Source: an optimization exercise on an open RTL-to-GDS flow (aim: small area, a short achievable clock period and few clock cycles per item). Production flows keep margins and buffers that such runs may drop.
Function was checked by simulation only, so behaviour that the tests miss may differ from the original.
Power and IR drop assume default switching activity.

==> flow/design.v, too long to show whole: its modules and the start of the top module <==
// module int_reg_file: 35 lines
// module operand_bypass: 30 lines
// module iter_multiplier: 751 lines
// module exec_pipe: 40 lines
// module issue_ctrl: 104 lines
// module int_backend: 133 lines
module int_backend (
  input  logic             clk_i,
  input  logic             rst_ni,
  input  logic             fetch_valid_i,
  output logic             fetch_ready_o,
  input  logic [32-1:0] fetch_pc_i,
  input  logic [2:0]       fetch_op_i,
  input  logic [4:0]       fetch_rd_i,
  input  logic [4:0]       fetch_rs1_i,
  input  logic [4:0]       fetch_rs2_i,
  input  logic [32-1:0] fetch_imm_i,
  input  logic             fetch_redirected_i,
  output logic             redirect_valid_o,
  output logic [32-1:0] redirect_pc_o,
  output logic             commit_valid_o,
  output logic [32-1:0] commit_pc_o,
  output logic [4:0]       commit_rd_o,
  output logic [32-1:0] commit_data_o
);
  // ...
==> flow/run.sh <==
#!/bin/bash
# synth_recipe.tcl (not shown) runs the flow's synth.tcl, then flattens the netlist and writes it again
# the make line also repeats each setting of config.mk as NAME=value (left out here)
make -C /OpenROAD-flow-scripts/flow DESIGN_CONFIG=/design/flow/config.mk WORK_HOME=/design/flow/orfs CLKGATE_MAP_FILE= SYNTH_SCRIPT=/design/flow/synth_recipe.tcl finish
==> flow/config.mk <==
export PLATFORM = sky130hd
export DESIGN_NAME = int_backend
export DESIGN_NICKNAME = int_backend
export VERILOG_FILES = /design/flow/design.v
export SDC_FILE = /design/flow/constraint.sdc
export NUM_CORES = 4
export LEC_CHECK = 0
export CAP_MARGIN = 20
export CORE_MARGIN = 2
export CORE_UTILIZATION = 40
export SLEW_MARGIN = 20
==> flow/constraint.sdc <==
create_clock -name core_clock -period 15.5 [get_ports {clk_i}]
set_input_delay 3.1000 -clock core_clock [delete_from_list [all_inputs] [get_ports {clk_i}]]
set_output_delay 3.1000 -clock core_clock [all_outputs]
set_load 0.01 [all_outputs]
==> metrics.md, run 1 <==
| Metric | Value |
|---|---|
| Status | no timing/DRC/antenna violations |
| Hold Path Class | reg2reg |
| Psw | slightly above 6 mW |
| Post-CTS Setup Repair Bufs | 0 |
| R2r endpoint | operand_bypass_inst.rs1_q[27] |
| R2R Path Start | issue_ctrl_inst.ex1_op_q[2] |
| Clkbuf count | 207 |
| Worst setup margin | 9.91 ns |
| Max reg flops | around 1000 |
| Routed wl met3 | 27700 microns |
| Layout overhead on the synthesized area | 11.7% |
| Main synth FF type | edfxtp_1 |
| Seq/Total Area, Yosys | 47.5% |
| Bufs w/o clock | between 300 and 400 |
| Pre-CTS setup slack | between 10 and 15 ns |
| Synth cell count leaders | edfxtp_1, mux4_2, nor2_1 |
| Most used cell, CP | xnor2_1 |
| Flop-to-flop setup slack | 9.91 ns |
| Multiplexer share of the synthesized area | roughly 17% |
| Ports | 190 |
| Drt wl/cell | between 20 and 30 microns |
| WHS | approximately 0.32 ns |
| Cell Chain, Critical Path | buf_4 -> nor2_1 -> and2_4 -> xnor2_1 -> fa_1 -> inv_1 -> ha_1 -> or3_1 -> o22a_1 -> a2111oi_4 -> o2111ai_1 -> and3_1 -> o31ai_1 -> nand2b_1 -> xnor2_1 -> o22ai_1 -> a2bb2oi_1 |
| Number of routed nets with antenna violations | 0 |
| TritonCTS clock tree | built |
| Final hold vios | 0 |
| Met2 Routed Length | 134000 microns |
| Final core utilization | between 40% and 50% |
| Cts repair resizes | 0 |
| Syn avg cell area | approximately 13 sq um |
| Netlist cell types | 90 |
| EDFF count, synth | 1075 |
| Busiest grt layer | met2 |
| Share of the synthesized area in the top cell type | 37.0% |
| Pin count of the biggest net entering global routing | 126 |
Testbench counts, summed over its fixed seeds: cycles 12,322, instrs 12,000.
==> module exec_pipe, before the edit <==
module exec_pipe (
  input  logic [32-1:0] pc_i,
  input  logic [2:0]       op_i,
  input  logic [32-1:0] imm_i,
  input  logic [32-1:0] rs1_i,
  input  logic [32-1:0] rs2_i,
  output logic [32-1:0] result_o,
  output logic [32-1:0] next_pc_o
);
  logic [32-1:0] operand_b;
  logic [32-1:0] link_pc;
  logic [32-1:0] target_pc;
  logic             taken;
  logic             sub;
  logic [32-1:0] csa_y;
  logic [32-1:0] csa_z;
  logic [32-1:0] csa_s;
  logic [32-1:0] csa_c;
  logic [32:0]   sum;
  assign operand_b = rs2_i + imm_i;
  assign link_pc   = pc_i + 32'd4;
  assign target_pc = pc_i + imm_i;
  assign taken     = op_i == 3'd7 || (op_i == 3'd6 && rs1_i == rs2_i);
  assign next_pc_o = taken ? target_pc : link_pc;
  assign sub   = op_i == 3'd1;
  assign csa_y = sub ? ~rs2_i : rs2_i;
  assign csa_z = sub ? ~imm_i : imm_i;
  assign csa_s = rs1_i ^ csa_y ^ csa_z;
  assign csa_c = (rs1_i & csa_y) | (rs1_i & csa_z) | (csa_y & csa_z);
  assign sum   = {csa_s, sub} + {csa_c[32-2:0], sub, sub};
  always_comb begin
    case (op_i)
      3'd0, 3'd1: result_o = sum[32:1];
      3'd2: result_o = rs1_i & operand_b;
      3'd3:  result_o = rs1_i | operand_b;
      3'd4: result_o = rs1_i ^ operand_b;
      default: result_o = link_pc;
    endcase
  end
endmodule
==> module issue_ctrl, before the edit <==
module issue_ctrl (
  input  logic             clk_i,
  input  logic             rst_ni,
  input  logic             fetch_valid_i,
  output logic             fetch_ready_o,
  input  logic [32-1:0] fetch_pc_i,
  input  logic [2:0]       fetch_op_i,
  input  logic [4:0]       fetch_rd_i,
  input  logic [4:0]       fetch_rs1_i,
  input  logic [4:0]       fetch_rs2_i,
  input  logic [32-1:0] fetch_imm_i,
  input  logic             fetch_redirected_i,
  input  logic [32-1:0] next_pc_i,
  output logic [4:0]       de_rs1_o,
  output logic [4:0]       de_rs2_o,
  output logic             stall_o,
  output logic [32-1:0] ex1_pc_o,
  output logic [2:0]       ex1_op_o,
  output logic [4:0]       ex1_rd_o,
  output logic [32-1:0] ex1_imm_o,
  output logic             ex1_done_o,
  output logic             redirect_valid_o,
  output logic [32-1:0] redirect_pc_o
);
  logic             de_valid_q;
  logic [32-1:0] de_pc_q;
  logic [2:0]       de_op_q;
  logic [4:0]       de_rd_q;
  logic [4:0]       de_rs1_q;
  logic [4:0]       de_rs2_q;
  logic [32-1:0] de_imm_q;
  logic             de_redirected_q;
  logic             ex1_valid_q;
  logic [32-1:0] ex1_pc_q;
  logic [2:0]       ex1_op_q;
  logic [4:0]       ex1_rd_q;
  logic [32-1:0] ex1_imm_q;
  logic             ex1_redirected_q;
  logic             normal_q;
  logic [32-1:0] expected_pc_q;
  logic             stall_q;
  logic             redirect_q;
  logic             accept;
  logic             de_mul_rd;
  logic             stall_d;
  logic             pc_match;
  logic             run;
  logic             redirect;
  assign accept        = fetch_valid_i && !stall_q;
  assign fetch_ready_o = !stall_q;
  assign de_mul_rd     = de_valid_q && de_op_q == 3'd5 && de_rd_q != 5'd0;
  assign stall_d       = !stall_q && accept && de_mul_rd &&
                         (de_rd_q == fetch_rs1_i || de_rd_q == fetch_rs2_i);
  assign pc_match   = ex1_pc_q == expected_pc_q;
  assign run        = normal_q ? pc_match : ex1_redirected_q;
  assign redirect   = ex1_valid_q && normal_q && !pc_match;
  assign ex1_done_o = ex1_valid_q && run;
  always_ff @(posedge clk_i or negedge rst_ni) begin
    if (!rst_ni) begin
      de_valid_q    <= 1'b0;
      ex1_valid_q   <= 1'b0;
      normal_q      <= 1'b0;
      expected_pc_q <= 32'h0000_0000;
      stall_q       <= 1'b0;
      redirect_q    <= 1'b0;
    end else begin
      de_valid_q  <= accept || (stall_q && de_valid_q);
      ex1_valid_q <= de_valid_q && !stall_q;
      if (ex1_done_o) begin
        normal_q      <= 1'b1;
        expected_pc_q <= next_pc_i;
      end else if (redirect) begin
        normal_q <= 1'b0;
      end
      stall_q    <= stall_d;
      redirect_q <= redirect;
    end
  end
  always_ff @(posedge clk_i) begin
    if (accept) begin
      de_pc_q         <= fetch_pc_i;
      de_op_q         <= fetch_op_i;
      de_rd_q         <= fetch_rd_i;
      de_rs1_q        <= fetch_rs1_i;
      de_rs2_q        <= fetch_rs2_i;
      de_imm_q        <= fetch_imm_i;
      de_redirected_q <= fetch_redirected_i;
    end
    ex1_pc_q         <= de_pc_q;
    ex1_op_q         <= de_op_q;
    ex1_rd_q         <= (de_op_q == 3'd6) ? 5'd0 : de_rd_q;
    ex1_imm_q        <= de_imm_q;
    ex1_redirected_q <= de_redirected_q;
  end
  assign de_rs1_o  = de_rs1_q;
  assign de_rs2_o  = de_rs2_q;
  assign stall_o   = stall_q;
  assign ex1_pc_o  = ex1_pc_q;
  assign ex1_op_o  = ex1_op_q;
  assign ex1_rd_o  = ex1_rd_q;
  assign ex1_imm_o = ex1_imm_q;
  assign redirect_valid_o = redirect_q;
  assign redirect_pc_o    = expected_pc_q;
endmodule
==> module int_backend, before the edit <==
module int_backend (
  input  logic             clk_i,
  input  logic             rst_ni,
  input  logic             fetch_valid_i,
  output logic             fetch_ready_o,
  input  logic [32-1:0] fetch_pc_i,
  input  logic [2:0]       fetch_op_i,
  input  logic [4:0]       fetch_rd_i,
  input  logic [4:0]       fetch_rs1_i,
  input  logic [4:0]       fetch_rs2_i,
  input  logic [32-1:0] fetch_imm_i,
  input  logic             fetch_redirected_i,
  output logic             redirect_valid_o,
  output logic [32-1:0] redirect_pc_o,
  output logic             commit_valid_o,
  output logic [32-1:0] commit_pc_o,
  output logic [4:0]       commit_rd_o,
  output logic [32-1:0] commit_data_o
);
  logic [4:0]       de_rs1;
  logic [4:0]       de_rs2;
  logic             stall;
  logic [32-1:0] ex1_pc;
  logic [2:0]       ex1_op;
  logic [4:0]       ex1_rd;
  logic [32-1:0] ex1_imm;
  logic             ex1_done;
  logic [32-1:0] rf_rs1;
  logic [32-1:0] rf_rs2;
  logic [32-1:0] rs1;
  logic [32-1:0] rs2;
  logic [32-1:0] alu_result;
  logic [32-1:0] next_pc;
  logic [32-1:0] mul_data;
  logic             ex2_done_q;
  logic             ex2_mul_q;
  logic [4:0]       ex2_rd_q;
  logic [32-1:0] ex2_pc_q;
  logic [32-1:0] ex2_data_q;
  logic [32-1:0] ex2_result;
  logic             commit_valid_q;
  logic [32-1:0] commit_pc_q;
  logic [4:0]       commit_rd_q;
  logic [32-1:0] commit_data_q;
  issue_ctrl issue_ctrl_inst (
    .clk_i              (clk_i),
    .rst_ni             (rst_ni),
    .fetch_valid_i      (fetch_valid_i),
    .fetch_ready_o      (fetch_ready_o),
    .fetch_pc_i         (fetch_pc_i),
    .fetch_op_i         (fetch_op_i),
    .fetch_rd_i         (fetch_rd_i),
    .fetch_rs1_i        (fetch_rs1_i),
    .fetch_rs2_i        (fetch_rs2_i),
    .fetch_imm_i        (fetch_imm_i),
    .fetch_redirected_i (fetch_redirected_i),
    .next_pc_i          (next_pc),
    .de_rs1_o           (de_rs1),
    .de_rs2_o           (de_rs2),
    .stall_o            (stall),
    .ex1_pc_o           (ex1_pc),
    .ex1_op_o           (ex1_op),
    .ex1_rd_o           (ex1_rd),
    .ex1_imm_o          (ex1_imm),
    .ex1_done_o         (ex1_done),
    .redirect_valid_o   (redirect_valid_o),
    .redirect_pc_o      (redirect_pc_o)
  );
  int_reg_file int_reg_file_inst (
    .clk_i      (clk_i),
    .rst_ni     (rst_ni),
    .raddr_a_i  (de_rs1),
    .raddr_b_i  (de_rs2),
    .rdata_a_o  (rf_rs1),
    .rdata_b_o  (rf_rs2),
    .wr_valid_i (ex2_done_q),
    .wr_rd_i    (ex2_rd_q),
    .wr_data_i  (ex2_result)
  );
  operand_bypass operand_bypass_inst (
    .clk_i      (clk_i),
    .de_rs1_i   (de_rs1),
    .de_rs2_i   (de_rs2),
    .rf_rs1_i   (rf_rs1),
    .rf_rs2_i   (rf_rs2),
    .ex1_done_i (ex1_done),
    .ex1_rd_i   (ex1_rd),
    .ex1_data_i (alu_result),
    .ex2_done_i (ex2_done_q),
    .ex2_rd_i   (ex2_rd_q),
    .ex2_data_i (ex2_result),
    .rs1_o      (rs1),
    .rs2_o      (rs2)
  );
  iter_multiplier iter_multiplier_inst (
    .clk_i       (clk_i),
    .operand_a_i (rs1),
    .operand_b_i (rs2),
    .product_o   (mul_data)
  );
  exec_pipe exec_pipe_inst (
    .pc_i      (ex1_pc),
    .op_i      (ex1_op),
    .imm_i     (ex1_imm),
    .rs1_i     (rs1),
    .rs2_i     (rs2),
    .result_o  (alu_result),
    .next_pc_o (next_pc)
  );
  always_ff @(posedge clk_i or negedge rst_ni) begin
    if (!rst_ni) begin
      ex2_done_q     <= 1'b0;
      commit_valid_q <= 1'b0;
    end else begin
      ex2_done_q     <= ex1_done;
      commit_valid_q <= ex2_done_q;
    end
  end
  always_ff @(posedge clk_i) begin
    ex2_mul_q     <= ex1_op == 3'd5;
    ex2_rd_q      <= ex1_rd;
    ex2_pc_q      <= ex1_pc;
    ex2_data_q    <= alu_result;
    commit_pc_q   <= ex2_pc_q;
    commit_rd_q   <= ex2_rd_q;
    commit_data_q <= ex2_result;
  end
  assign ex2_result = ex2_mul_q ? mul_data : ex2_data_q;
  assign commit_valid_o = commit_valid_q;
  assign commit_pc_o    = commit_pc_q;
  assign commit_rd_o    = commit_rd_q;
  assign commit_data_o  = commit_data_q;
endmodule
==> run 2: changes to the inputs <==
--- a/flow/design.v
+++ b/flow/design.v
@@ -810,58 +810,93 @@
   assign row2 = {s363, s359, s355, s351, s347, s343, s339, s335, s331, s327, s323, s319, s315, s311, s307, s303, s299, s295, s291, s287, s283, s279, s275, neg[4], pp_3_7, neg[3], pp_2_5, neg[2], 1'b0, neg[1], 1'b0, 1'b0};
   always_ff @(posedge clk_i) begin
     row0_q <= row0;
     row1_q <= row1;
     row2_q <= row2;
   end
   assign csa_s = row0_q ^ row1_q ^ row2_q;
   assign csa_c = (row0_q & row1_q) | (row0_q & row2_q) | (row1_q & row2_q);
-  assign product_o = csa_s + {csa_c[32-2:0], 1'b0};
+  prefix_add #(.W(32)) add_product (
+    .a_i (csa_s), .b_i ({csa_c[32-2:0], 1'b0}), .ci_i (1'b0), .sum_o (product_o)
+  );
 endmodule
 `timescale 1ns/1ps
+module prefix_add #(
+  parameter int W = 32
+) (
+  input  logic [W-1:0] a_i,
+  input  logic [W-1:0] b_i,
+  input  logic         ci_i,
+  output logic [W-1:0] sum_o
+);
+  localparam int L = $clog2(W);
+  logic [W-1:0] g [0:L];
+  logic [W-1:0] p [0:L];
+  logic [W-1:0] x;
+  assign x = a_i ^ b_i;
+  assign p[0] = x;
+  assign g[0] = (a_i & b_i) | {{(W-1){1'b0}}, x[0] & ci_i};
+  genvar l, i;
+  generate
+    for (l = 0; l < L; l++) begin : gen_level
+      for (i = 0; i < W; i++) begin : gen_bit
+        if ((i >> l) & 1) begin : gen_op
+          localparam int J = ((i >> l) << l) - 1;
+          assign g[l+1][i] = g[l][i] | (p[l][i] & g[l][J]);
+          assign p[l+1][i] = p[l][i] & p[l][J];
+        end else begin : gen_pass
+          assign g[l+1][i] = g[l][i];
+          assign p[l+1][i] = p[l][i];
+        end
+      end
+    end
+  endgenerate
+  assign sum_o = x ^ {g[L][W-2:0], ci_i};
+endmodule
 module exec_pipe (
   input  logic [32-1:0] pc_i,
-  input  logic [2:0]       op_i,
+  input  logic [4:0]       sel_i,
+  input  logic             sub_i,
+  input  logic             jal_i,
+  input  logic             beq_i,
   input  logic [32-1:0] imm_i,
   input  logic [32-1:0] rs1_i,
   input  logic [32-1:0] rs2_i,
   output logic [32-1:0] result_o,
   output logic [32-1:0] next_pc_o
 );
   logic [32-1:0] operand_b;
   logic [32-1:0] link_pc;
   logic [32-1:0] target_pc;
   logic             taken;
-  logic             sub;
   logic [32-1:0] csa_y;
-  logic [32-1:0] csa_z;
   logic [32-1:0] csa_s;
   logic [32-1:0] csa_c;
-  logic [32:0]   sum;
-  assign operand_b = rs2_i + imm_i;
-  assign link_pc   = pc_i + 32'd4;
-  assign target_pc = pc_i + imm_i;
-  assign taken     = op_i == 3'd7 || (op_i == 3'd6 && rs1_i == rs2_i);
+  logic [32-1:0] sum;
+  prefix_add #(.W(32)) add_b (
+    .a_i (rs2_i), .b_i (imm_i), .ci_i (1'b0), .sum_o (operand_b)
+  );
+  prefix_add #(.W(32)) add_target (
+    .a_i (pc_i), .b_i (imm_i), .ci_i (1'b0), .sum_o (target_pc)
+  );
+  assign link_pc   = {pc_i[32-1:2] + 30'd1, pc_i[1:0]};
+  assign taken     = jal_i || (beq_i && rs1_i == rs2_i);
   assign next_pc_o = taken ? target_pc : link_pc;
-  assign sub   = op_i == 3'd1;
-  assign csa_y = sub ? ~rs2_i : rs2_i;
-  assign csa_z = sub ? ~imm_i : imm_i;
-  assign csa_s = rs1_i ^ csa_y ^ csa_z;
-  assign csa_c = (rs1_i & csa_y) | (rs1_i & csa_z) | (csa_y & csa_z);
-  assign sum   = {csa_s, sub} + {csa_c[32-2:0], sub, sub};
-  always_comb begin
-    case (op_i)
-      3'd0, 3'd1: result_o = sum[32:1];
-      3'd2: result_o = rs1_i & operand_b;
-      3'd3:  result_o = rs1_i | operand_b;
-      3'd4: result_o = rs1_i ^ operand_b;
-      default: result_o = link_pc;
-    endcase
-  end
+  assign csa_y = sub_i ? ~rs2_i : rs2_i;
+  assign csa_s = rs1_i ^ csa_y ^ imm_i;
+  assign csa_c = (rs1_i & csa_y) | (rs1_i & imm_i) | (csa_y & imm_i);
+  prefix_add #(.W(32)) add_sum (
+    .a_i (csa_s), .b_i ({csa_c[32-2:0], sub_i}), .ci_i (sub_i), .sum_o (sum)
+  );
+  assign result_o = ({32{sel_i[0]}} & sum)
+                  | ({32{sel_i[1]}} & (rs1_i & operand_b))
+                  | ({32{sel_i[2]}} & (rs1_i | operand_b))
+                  | ({32{sel_i[3]}} & (rs1_i ^ operand_b))
+                  | ({32{sel_i[4]}} & link_pc);
 endmodule
 `timescale 1ns/1ps
 module issue_ctrl (
   input  logic             clk_i,
   input  logic             rst_ni,
   input  logic             fetch_valid_i,
   output logic             fetch_ready_o,
   input  logic [32-1:0] fetch_pc_i,
@@ -871,34 +906,42 @@
   input  logic [4:0]       fetch_rs2_i,
   input  logic [32-1:0] fetch_imm_i,
   input  logic             fetch_redirected_i,
   input  logic [32-1:0] next_pc_i,
   output logic [4:0]       de_rs1_o,
   output logic [4:0]       de_rs2_o,
   output logic             stall_o,
   output logic [32-1:0] ex1_pc_o,
-  output logic [2:0]       ex1_op_o,
+  output logic [4:0]       ex1_sel_o,
+  output logic             ex1_sub_o,
+  output logic             ex1_jal_o,
+  output logic             ex1_beq_o,
+  output logic             ex1_mul_o,
   output logic [4:0]       ex1_rd_o,
   output logic [32-1:0] ex1_imm_o,
   output logic             ex1_done_o,
   output logic             redirect_valid_o,
   output logic [32-1:0] redirect_pc_o
 );
   logic             de_valid_q;
   logic [32-1:0] de_pc_q;
   logic [2:0]       de_op_q;
   logic [4:0]       de_rd_q;
   logic [4:0]       de_rs1_q;
   logic [4:0]       de_rs2_q;
   logic [32-1:0] de_imm_q;
   logic             de_redirected_q;
   logic             ex1_valid_q;
   logic [32-1:0] ex1_pc_q;
-  logic [2:0]       ex1_op_q;
+  logic [4:0]       ex1_sel_q;
+  logic             ex1_sub_q;
+  logic             ex1_jal_q;
+  logic             ex1_beq_q;
+  logic             ex1_mul_q;
   logic [4:0]       ex1_rd_q;
   logic [32-1:0] ex1_imm_q;
   logic             ex1_redirected_q;
   logic             normal_q;
   logic [32-1:0] expected_pc_q;
   logic             stall_q;
   logic             redirect_q;
   logic             accept;
@@ -933,36 +976,48 @@
       end else if (redirect) begin
         normal_q <= 1'b0;
       end
       stall_q    <= stall_d;
       redirect_q <= redirect;
     end
   end
   always_ff @(posedge clk_i) begin
-    if (accept) begin
+    if (!stall_q) begin
       de_pc_q         <= fetch_pc_i;
       de_op_q         <= fetch_op_i;
       de_rd_q         <= fetch_rd_i;
       de_rs1_q        <= fetch_rs1_i;
       de_rs2_q        <= fetch_rs2_i;
       de_imm_q        <= fetch_imm_i;
       de_redirected_q <= fetch_redirected_i;
     end
     ex1_pc_q         <= de_pc_q;
-    ex1_op_q         <= de_op_q;
+    ex1_sel_q[0]     <= de_op_q == 3'd0 || de_op_q == 3'd1;
+    ex1_sel_q[1]     <= de_op_q == 3'd2;
+    ex1_sel_q[2]     <= de_op_q == 3'd3;
+    ex1_sel_q[3]     <= de_op_q == 3'd4;
+    ex1_sel_q[4]     <= de_op_q == 3'd6 || de_op_q == 3'd7;
+    ex1_sub_q        <= de_op_q == 3'd1;
+    ex1_jal_q        <= de_op_q == 3'd7;
+    ex1_beq_q        <= de_op_q == 3'd6;
+    ex1_mul_q        <= de_op_q == 3'd5;
     ex1_rd_q         <= (de_op_q == 3'd6) ? 5'd0 : de_rd_q;
-    ex1_imm_q        <= de_imm_q;
+    ex1_imm_q        <= (de_op_q == 3'd1) ? ~de_imm_q : de_imm_q;
     ex1_redirected_q <= de_redirected_q;
   end
   assign de_rs1_o  = de_rs1_q;
   assign de_rs2_o  = de_rs2_q;
   assign stall_o   = stall_q;
   assign ex1_pc_o  = ex1_pc_q;
-  assign ex1_op_o  = ex1_op_q;
+  assign ex1_sel_o = ex1_sel_q;
+  assign ex1_sub_o = ex1_sub_q;
+  assign ex1_jal_o = ex1_jal_q;
+  assign ex1_beq_o = ex1_beq_q;
+  assign ex1_mul_o = ex1_mul_q;
   assign ex1_rd_o  = ex1_rd_q;
   assign ex1_imm_o = ex1_imm_q;
   assign redirect_valid_o = redirect_q;
   assign redirect_pc_o    = expected_pc_q;
 endmodule
 `timescale 1ns/1ps
 module int_backend (
   input  logic             clk_i,
@@ -982,17 +1037,21 @@
   output logic [32-1:0] commit_pc_o,
   output logic [4:0]       commit_rd_o,
   output logic [32-1:0] commit_data_o
 );
   logic [4:0]       de_rs1;
   logic [4:0]       de_rs2;
   logic             stall;
   logic [32-1:0] ex1_pc;
-  logic [2:0]       ex1_op;
+  logic [4:0]       ex1_sel;
+  logic             ex1_sub;
+  logic             ex1_jal;
+  logic             ex1_beq;
+  logic             ex1_mul;
   logic [4:0]       ex1_rd;
   logic [32-1:0] ex1_imm;
   logic             ex1_done;
   logic [32-1:0] rf_rs1;
   logic [32-1:0] rf_rs2;
   logic [32-1:0] rs1;
   logic [32-1:0] rs2;
   logic [32-1:0] alu_result;
@@ -1020,17 +1079,21 @@
     .fetch_rs2_i        (fetch_rs2_i),
     .fetch_imm_i        (fetch_imm_i),
     .fetch_redirected_i (fetch_redirected_i),
     .next_pc_i          (next_pc),
     .de_rs1_o           (de_rs1),
     .de_rs2_o           (de_rs2),
     .stall_o            (stall),
     .ex1_pc_o           (ex1_pc),
-    .ex1_op_o           (ex1_op),
+    .ex1_sel_o          (ex1_sel),
+    .ex1_sub_o          (ex1_sub),
+    .ex1_jal_o          (ex1_jal),
+    .ex1_beq_o          (ex1_beq),
+    .ex1_mul_o          (ex1_mul),
     .ex1_rd_o           (ex1_rd),
     .ex1_imm_o          (ex1_imm),
     .ex1_done_o         (ex1_done),
     .redirect_valid_o   (redirect_valid_o),
     .redirect_pc_o      (redirect_pc_o)
   );
   int_reg_file int_reg_file_inst (
     .clk_i      (clk_i),
@@ -1061,34 +1124,37 @@
   iter_multiplier iter_multiplier_inst (
     .clk_i       (clk_i),
     .operand_a_i (rs1),
     .operand_b_i (rs2),
     .product_o   (mul_data)
   );
   exec_pipe exec_pipe_inst (
     .pc_i      (ex1_pc),
-    .op_i      (ex1_op),
+    .sel_i     (ex1_sel),
+    .sub_i     (ex1_sub),
+    .jal_i     (ex1_jal),
+    .beq_i     (ex1_beq),
     .imm_i     (ex1_imm),
     .rs1_i     (rs1),
     .rs2_i     (rs2),
     .result_o  (alu_result),
     .next_pc_o (next_pc)
   );
   always_ff @(posedge clk_i or negedge rst_ni) begin
     if (!rst_ni) begin
       ex2_done_q     <= 1'b0;
       commit_valid_q <= 1'b0;
     end else begin
       ex2_done_q     <= ex1_done;
       commit_valid_q <= ex2_done_q;
     end
   end
   always_ff @(posedge clk_i) begin
-    ex2_mul_q     <= ex1_op == 3'd5;
+    ex2_mul_q     <= ex1_mul;
     ex2_rd_q      <= ex1_rd;
     ex2_pc_q      <= ex1_pc;
     ex2_data_q    <= alu_result;
     commit_pc_q   <= ex2_pc_q;
     commit_rd_q   <= ex2_rd_q;
     commit_data_q <= ex2_result;
   end
   assign ex2_result = ex2_mul_q ? mul_data : ex2_data_q;
==> flow/flow/run.sh (new file) <==
#!/bin/bash
# The standard layout, with the resizer's setup repair (after floorplan,
# CTS and global route) aiming for slack beyond the clock period's.
set -euo pipefail
bash standard.sh SETUP_SLACK_MARGIN=11 finish > make_finish.log 2>&1
==> flow/standard.sh (new file) <==
#!/bin/bash
# synth_recipe.tcl (not shown) runs the flow's synth.tcl, then flattens the netlist and writes it again
# the make line also repeats each setting of config.mk as NAME=value (left out here)
make -C /OpenROAD-flow-scripts/flow DESIGN_CONFIG=/design/flow/config.mk WORK_HOME=/design/flow/orfs CLKGATE_MAP_FILE= SYNTH_SCRIPT=/design/flow/synth_recipe.tcl "${@:-finish}"
removed: flow/run.sh
==> metrics.md, run 2 <==
| Metric | Value |
|---|---|
| Flop-to-flop setup slack | 11.03 ns (was 9.91 ns) |
| Combinational power share | 43.0% (was 40.3%) |
| Switching share of power | 39.2% (was 38.6%) |
| Seq/Total Area, Yosys | 48.1% (was 47.5%) |
| Initial drt markers | 7982 (was 7859) |
| CTS H-tree depth | 4 (unchanged) |
| Internal power | 10.1 mW (was 9.60 mW) |
| Rows | 170 (was 171) |
| Share of cells above drive strength 1 | 22.5% (was 17.4%) |
| Final Cycle Share | 29.4% (was 36.0%) |
| Max rail drop VDD | 0.149 mV (was 0.101 mV) |
| First-pass GRT wire length | 421000 microns (was 418000 microns) |
| Post-DP HPWL | 183000 microns (was 187000 microns) |
| Most frequent cells in the layout | edfxtp_1, mux4_2, a21oi_1 (was edfxtp_1, mux4_2, nor2_1) |
| Area contributors post-synth | edfxtp_1, mux4_2, dfxtp_1 (unchanged) |
| Fillers | 18838 (was 19341) |
| Root Buffer | clkbuf_16 (unchanged) |
| WHS Path Cells | 0 (unchanged) |
| DRT Pass-1 Iters | 8 (unchanged) |
| GRT Overall Usage | 26.3% (was 25.8%) |
| Setup Skew | 0.0616 ns (was 0.0683 ns) |
| Die height | 469 microns (was 471 microns) |
| Cts bufs inserted | 158 (was 159) |
| Setup TNS | 0 ns (unchanged) |
| Max reg flops | 992 (unchanged) |
| Die span in x | 469 microns (was 471 microns) |
| WP data required | 12.40 ns (was 16.22 ns) |
| Worst Path Max Fanout | 2 (was 74) |
| Seq pwr share | 33.2% (was 34.9%) |
| Vias in the first global route | 58926 (was 58549) |
| R2R cell count | 18 (was 17) |
| Area after DPL | 91400 sq um (was 92000 sq um) |
| Nets | 7351 (was 7403) |
| Unrepaired setup endpoints after global routing | yes (was no) |
| R2r endpoint | operand_bypass_inst.rs1_q[30] (was operand_bypass_inst.rs1_q[27]) |
| Count of state elements after synthesis | 1519 (was 1513) |
| FF/Latch Area | 41600 sq um (was 41500 sq um) |
| WS Path Type | reg2out (was reg2reg) |
| Total power | 16.6 mW (was 15.6 mW) |
| Initial core utilization | 40.2% (about the same) |
| Syn_nets | 7300 (was 7493) |
| Most numerous cell in the Yosys netlist | edfxtp_1 (unchanged) |
| Critical Path Start Type | register (unchanged) |
| Fin area | 98500 sq um (was 97300 sq um) |
| TritonCTS clock tree | built (unchanged) |
| Post-synth ARST share | 4.61% (was 4.63%) |
| Main synth FF type | edfxtp_1 (unchanged) |
| Post-Syn Area | 86400 sq um (was 87100 sq um) |
| Routed via count | 60680 (was 60874) |
| Final Setup Violations | 0 (unchanged) |
| GPL Wtd Cong | 0.950 (was 0.941) |
| Biggest register | int_reg_file_inst.regs_q (unchanged) |
| Cell Pwr Density | 168 nW/um^2 (was 161 nW/um^2) |
| Remaining global-route overflow | 0 (unchanged) |
| Share of the synthesized area in the top cell type | 37.4% (was 37.0%) |
| Initial antenna violation count | 8 (was 12) |
| Syn avg cell area | 12.8 sq um (was 12.5 sq um) |
| EDFF count, synth | 1075 (unchanged) |
| Hold wc startpoint | ex2_pc_q[11] (unchanged) |
| Yosys Warn Count | 8 (was 6) |
| Number of routed nets with antenna violations | 0 (unchanged) |
| CP arrival | 1.46 ns (was 6.30 ns) |
| CTS Buffer Depth | 3 (unchanged) |
| Synth cell count leaders | edfxtp_1, mux4_2, a21oi_1 (was edfxtp_1, mux4_2, nor2_1) |
| Max_slew headroom | 14.3% (was 23.3%) |
| Final hold vios | 0 (unchanged) |
| Status | no timing/DRC/antenna violations (unchanged) |
| Core Region | 215000 sq um (was 217000 sq um) |
| R2R Path Start | operand_bypass_inst.rs2_q[1] (was issue_ctrl_inst.ex1_op_q[2]) |
| Commonest non-fill, non-tap cell in the layout | edfxtp_1 (unchanged) |
| IO Port Bufs | 189 (unchanged) |
| Worst-Margin Slew | 1.28 ns (was 1.15 ns) |
| Vias per cell | 6.20 (was 6.17) |
| Multi-input logic area | 41600 sq um (was 42400 sq um) |
| Ports | 190 (unchanged) |
| Psw | 6.50 mW (was 6.04 mW) |
| Routed WL | 295000 microns (was 290000 microns) |
| Reg clk slew, reported paths | 0.06 ns (about the same) |
| Final min period | 4.56 ns (was 5.59 ns) |
| Clock Sink Count | 1519 (was 1513) |
| Pin count of the biggest net entering global routing | 119 (was 126) |
| WHS Endpoint | commit_pc_q[11] (unchanged) |
| Die Footprint | 220000 sq um (was 222000 sq um) |
| Netlist cell types | 91 (was 90) |
| Clk Latency, worst-skew pair | 0.82 ns (about the same) |
| Highest clock rate | 0.219 GHz (was 0.179 GHz) |
| DRC viols | 0 (unchanged) |
| Post-synth top area cell | edfxtp_1 (unchanged) |
| Clock network power share | 23.8% (was 24.8%) |
| Leak | 35.3 nW (was 34.5 nW) |
| Worst Setup End Kind | output port (was register) |
| Drt wl/cell | 30.2 microns (was 29.4 microns) |
| Pins Over Slew Limit | 0 (unchanged) |
| Hold Path Class | reg2reg (unchanged) |
| Max Cap Violations | 0 (unchanged) |
| Mapped Cells | 6760 (was 6965) |
| Layout overhead on the synthesized area | 14.1% (was 11.7%) |
[run 2: metrics by stage]
step           utilization [%]  hold WS, ns  std cells  worst slack, ns
2_1_floorplan                -        0.310       6760            10.99
3_3_place_gp              42.6        0.312       9370            10.22
3_5_place_dp              42.6        0.313       9372            10.18
4_1_cts                   45.4        0.326       9719            10.79
5_1_grt                   45.9        0.330       9786            10.88
6_report                  45.9        0.326       9789            10.94
[run 2: critical path, cell delays in order (launching register included)]
cell,delay (ns)
dfrtp_2,0.39
clkinvlp_4,0.13
buf_6,0.14
[run 2: cell families (layout without fill, tap and decap cells)]
family	after synthesis	after routing	synth area share (%)
DFF	1519	1519	48.1
adders and majority gates	500	500	9.20
other	0	4	0
xor gates and xnor gates	355	355	3.60
AOI/OAI and AO/OA	1591	1592	11.6
muxes	792	793	17.9
buffers and inverters	1012	1197	4.54
and+or+nand+nor	991	991	5.06
[run 2: worst max path at each step]
stage / slack (ns) / cells past startpoint / to / from
global placement: 10.22 / 9 / operand_bypass_inst.rs1_q[20] / issue_ctrl_inst.de_rs1_q[0]
detailed placement: 10.18 / 18 / operand_bypass_inst.rs2_q[30] / operand_bypass_inst.rs2_q[0]
floorplan: 10.99 / 1 / fetch_ready_o / issue_ctrl_inst.stall_q
CTS: 10.79 / 2 / fetch_ready_o / issue_ctrl_inst.stall_q
global route: 10.88 / 2 / fetch_ready_o / issue_ctrl_inst.stall_q
finish: 10.94 / 2 / fetch_ready_o / issue_ctrl_inst.stall_q
[run 2: power groups by stage]
stage | clock, mW | combinational, mW | sequential, mW
2_1_floorplan | 0 | 4.07 | 5.48
3_3_place_gp | 0 | 6.49 | 5.58
3_5_place_dp | 0 | 6.56 | 5.59
4_1_cts | 4.00 | 6.78 | 5.51
5_1_grt | 4.16 | 7.67 | 5.54
6_report | 3.94 | 7.12 | 5.50
[run 2: what timing repair did]
action,in CTS,in global routing
resized for setup,531,116
buffers inserted,43,52
hold buffers,0,0
setup endpoints to repair,316,333
gates cloned,8,13
pin swaps,9,12
[run 2: per-layer routing]
metal | GRT usage, % | up-vias | wire length, microns
met5 | 0 | - | 38
met4 | 11.6 | 6 | 15000
met3 | 5.90 | 691 | 29400
met2 | 41.9 | 3440 | 138000
met1 | 34.6 | 30908 | 114000
li1 | - | 25635 | -
[run 2: final cells by class]
class	count	share of cell area, %
antenna	4	0.0102
clock buffer	215	4.38
clock inverter	81	1.04
inverter	408	1.63
multi-input combinational	4231	42.3
sequential	1519	42.3
tap	2838	3.60
timing repair buffer	487	4.78
timing repair inverter	6	0.0406
Testbench counts of run 2, summed over its fixed seeds: cycles 12,322, instrs 12,000.
==> run 3: changes to the inputs <==
==> flow/run.sh (new file) <==
#!/bin/bash
# synth_recipe.tcl (not shown) runs the flow's synth.tcl, then flattens the netlist and writes it again
# the make line also repeats each setting of config.mk as NAME=value (left out here)
make -C /OpenROAD-flow-scripts/flow DESIGN_CONFIG=/design/flow/config.mk WORK_HOME=/design/flow/orfs CLKGATE_MAP_FILE= SYNTH_SCRIPT=/design/flow/synth_recipe.tcl finish
removed: flow/flow/run.sh
removed: flow/standard.sh
==> metrics.md, run 3 <==
| Metric | Value |
|---|---|
| Leak | 34.4 nW (was 35.3 nW) |
| Routed WL | 291000 microns (was 295000 microns) |
| Max rail drop VDD | 0.146 mV (was 0.149 mV) |
| Nets | 7247 (was 7351) |
| Synth cell count leaders | edfxtp_1, mux4_2, a21oi_1 (unchanged) |
| Worst-Margin Slew | 1.17 ns (was 1.28 ns) |
| Syn avg cell area | 12.8 sq um (unchanged) |
| Post-CTS Setup Repair Bufs | 0 (was 43) |
| Final hold vios | 0 (unchanged) |
| GRT Overall Usage | 26.4% (was 26.3%) |
| Cts repair resizes | 0 (was 531) |
| Fillers | 19013 (was 18838) |
| First-pass GRT wire length | 421000 microns (about the same) |
| Pin count of the biggest net entering global routing | 124 (was 119) |
| Highest clock rate | 0.177 GHz (was 0.219 GHz) |
| IO Port Bufs | 189 (unchanged) |
| Combinational power share | 40.9% (was 43.0%) |
| Die span in x | 469 microns (unchanged) |
| Total power | 16.1 mW (was 16.6 mW) |
| WS Path Type | reg2reg (was reg2out) |
| Number of routed nets with antenna violations | 0 (unchanged) |
| Vias in the first global route | 58758 (was 58926) |
| Initial antenna violation count | 5 (was 8) |
| Reg clk slew, reported paths | 0.07 ns (was 0.06 ns) |
| Switching share of power | 38.7% (was 39.2%) |
| Final Setup Violations | 0 (unchanged) |
| Clock network power share | 24.7% (was 23.8%) |
| Drt wl/cell | 30.1 microns (was 30.2 microns) |
| Rows | 170 (unchanged) |
| Die height | 469 microns (unchanged) |
| Unrepaired setup endpoints after global routing | no (was yes) |
| FF/Latch Area | 41600 sq um (about the same) |
| Hold Path Class | reg2reg (unchanged) |
| TritonCTS clock tree | built (unchanged) |
| EDFF count, synth | 1075 (unchanged) |
| DRT Pass-1 Iters | 7 (was 8) |
| Die Footprint | 220000 sq um (unchanged) |
| Cell Pwr Density | 166 nW/um^2 (was 168 nW/um^2) |
| Clk Latency, worst-skew pair | 0.85 ns (was 0.82 ns) |
| WP data required | 16.17 ns (was 12.40 ns) |
| Commonest non-fill, non-tap cell in the layout | edfxtp_1 (unchanged) |
| Count of state elements after synthesis | 1519 (unchanged) |
| Syn_nets | 7300 (unchanged) |
| Most numerous cell in the Yosys netlist | edfxtp_1 (unchanged) |
| Most frequent cells in the layout | edfxtp_1, mux4_2, a21oi_1 (unchanged) |
| Initial core utilization | 40.2% (unchanged) |
| Post-synth ARST share | 4.61% (unchanged) |
| CP arrival | 6.32 ns (was 1.46 ns) |
| Internal power | 9.89 mW (was 10.1 mW) |
| Pins Over Slew Limit | 0 (unchanged) |
| CTS H-tree depth | 4 (unchanged) |
| Area contributors post-synth | edfxtp_1, mux4_2, dfxtp_1 (unchanged) |
| Setup Skew | 0.0898 ns (was 0.0616 ns) |
| Worst Path Max Fanout | 70 (was 2) |
| Post-Syn Area | 86400 sq um (unchanged) |
| Psw | 6.25 mW (was 6.50 mW) |
| Netlist cell types | 91 (unchanged) |
| Biggest register | int_reg_file_inst.regs_q (unchanged) |
| Multi-input logic area | 41300 sq um (was 41600 sq um) |
| Max_slew headroom | 21.3% (was 14.3%) |
| Layout overhead on the synthesized area | 12.2% (was 14.1%) |
| Worst Setup End Kind | register (was output port) |
| Remaining global-route overflow | 0 (unchanged) |
| Seq pwr share | 34.4% (was 33.2%) |
| Critical Path Start Type | register (unchanged) |
| Post-synth top area cell | edfxtp_1 (unchanged) |
| GPL Wtd Cong | 0.944 (was 0.950) |
| Core Region | 215000 sq um (unchanged) |
| Post-DP HPWL | 180000 microns (was 183000 microns) |
| Share of the synthesized area in the top cell type | 37.4% (unchanged) |
| Status | no timing/DRC/antenna violations (unchanged) |
| Main synth FF type | edfxtp_1 (unchanged) |
| Ports | 190 (unchanged) |
| CTS Hold Buffers Added | 0 (unchanged) |
| Initial drt markers | 7819 (was 7982) |
| Clock Sink Count | 1519 (unchanged) |
| Yosys Warn Count | 8 (unchanged) |
| Final min period | 5.65 ns (was 4.56 ns) |
| Routed via count | 59843 (was 60680) |
| Max Cap Violations | 0 (unchanged) |
| Vias per cell | 6.18 (was 6.20) |
| Max reg flops | 992 (unchanged) |
| Final Cycle Share | 36.5% (was 29.4%) |
| Root Buffer | clkbuf_16 (unchanged) |
| Seq/Total Area, Yosys | 48.1% (unchanged) |
| CTS Buffer Depth | 3 (unchanged) |
| Cts bufs inserted | 159 (was 158) |
| Mapped Cells | 6760 (unchanged) |
| Setup TNS | 0 ns (unchanged) |
| DRC viols | 0 (unchanged) |
| Share of cells above drive strength 1 | 18.7% (was 22.5%) |
-- run 3: final cells by class --
cell class / instances / area share, %
flip-flops and latches: 1519 / 42.9
clock buffers: 213 / 4.55
inverters: 408 / 1.58
diodes: 2 / 0.00516
repair buffers: 390 / 3.61
clock inverters: 84 / 1.07
multi-input cells: 4229 / 42.6
well taps: 2838 / 3.66
-- run 3: critical path, cell delays in order (launching register included) --
cell	delay, ns
dfxtp_4	0.84
inv_2	0.61
nor2_2	0.61
buf_4	0.35
a21oi_1	0.11
o22ai_1	0.17
a21oi_1	0.09
fa_1	0.56
inv_1	0.06
fa_1	0.53
inv_1	0.07
fa_1	0.48
inv_1	0.05
fa_1	0.39
inv_1	0.09
fa_1	0.41
-- run 3: cell families after synthesis --
logic type	after synthesis	share of synthesized area, %
flip-flops	1519	48.1
XOR/XNOR	355	3.60
buffers and inverters	1012	4.54
adder cells (fa/ha/maj)	500	9.20
AND/OR/NAND/NOR	991	5.06
AO/OA/AOI/OAI	1591	11.6
multiplexers	792	17.9
-- run 3: path summary, 6_finish.rpt --
path	start	endpoint	slack [ns]	cells after the start
worst max-delay path	operand_bypass_inst.rs2_q[3]	iter_multiplier_inst.row1_q[30]	9.85	15
worst min-delay path	ex2_pc_q[26]	commit_pc_q[26]	0.32	0
worst max register to register	operand_bypass_inst.rs2_q[3]	iter_multiplier_inst.row1_q[30]	9.85	15
min in group asynchronous	rst_ni	int_reg_file_inst.written_q[30]	2.40	1
max in group asynchronous	rst_ni	issue_ctrl_inst.expected_pc_q[21]	12.36	1
worst min register to register	ex2_pc_q[26]	commit_pc_q[26]	0.32	0
-- run 3: power by group through the flow --
stage / combinational [mW] / sequential [mW] / clock, mW
finish: 6.60 / 5.55 / 3.99
floorplan: 4.07 / 5.48 / 0
global route: 7.19 / 5.59 / 4.21
global placement: 6.35 / 5.63 / 0
detailed placement: 6.45 / 5.63 / 0
CTS: 6.51 / 5.55 / 4.05
-- run 3: metrics by stage --
| step | utilization (%) | area, sq um | setup slack [ns] | std cells | hold WS, ns |
|---|---|---|---|---|---|
| global route | 45.1 | 96900 | 9.62 | 9681 | 0.313 |
| global placement | 42.6 | 91400 | 10.06 | 9380 | 0.311 |
| finish | 45.2 | 96900 | 9.85 | 9683 | 0.316 |
| detailed placement | 42.6 | 91400 | 10.06 | 9382 | 0.312 |
| floorplan | - | 86400 | 10.33 | 6760 | 0.310 |
| CTS | 45.1 | 96900 | 10.00 | 9679 | 0.298 |
-- run 3: layer usage --
metal | global-route usage [%] | share of wire (%) | up-vias | wire [microns]
met5 | 0 | 0.0052 | - | 15
met4 | 11.2 | 4.7 | 2 | 13700
met3 | 5.38 | 9.4 | 601 | 27400
met2 | 41.1 | 46 | 3126 | 134000
met1 | 36.0 | 40 | 30676 | 116000
li1 | - | - | 25438 | -

## re-timing with driven ports
No port has a modelled driver above. Below, the same layouts with a new extraction and two added sets of constraints.
Step 1 (the two cells are an assumption about what drives the block):
set clk [get_ports {clk_i}]
set_driving_cell -lib_cell sky130_fd_sc_hd__clkbuf_16 $clk
set_driving_cell -lib_cell sky130_fd_sc_hd__buf_2 [delete_from_list [all_inputs] $clk]
Step 2 also shifts input and output timing later by t, the mid clock arrival at the registers, as if the neighbouring blocks saw the same clock.
Three values: ideal, step 1, step 2; two values: the first two.
| run | shift t [ns] | slack for setup (ns) | hold slack, ns | worst register clock-pin slew, ns |
|---|---|---|---|---|
| run 1 | 0.879 | 9.914 / 9.914 / 9.914 | 0.324 / 0.324 / 0.324 | 0.07 / 0.07 |
| run 2 | 0.876 | 10.940 / 10.855 / 11.026 | 0.326 / 0.326 / 0.326 | 0.07 / 0.07 |
| run 3 | 0.899 | 9.848 / 9.848 / 9.848 | 0.316 / 0.316 / 0.316 | 0.08 / 0.08 |
After both steps every run listed still meets setup and hold.
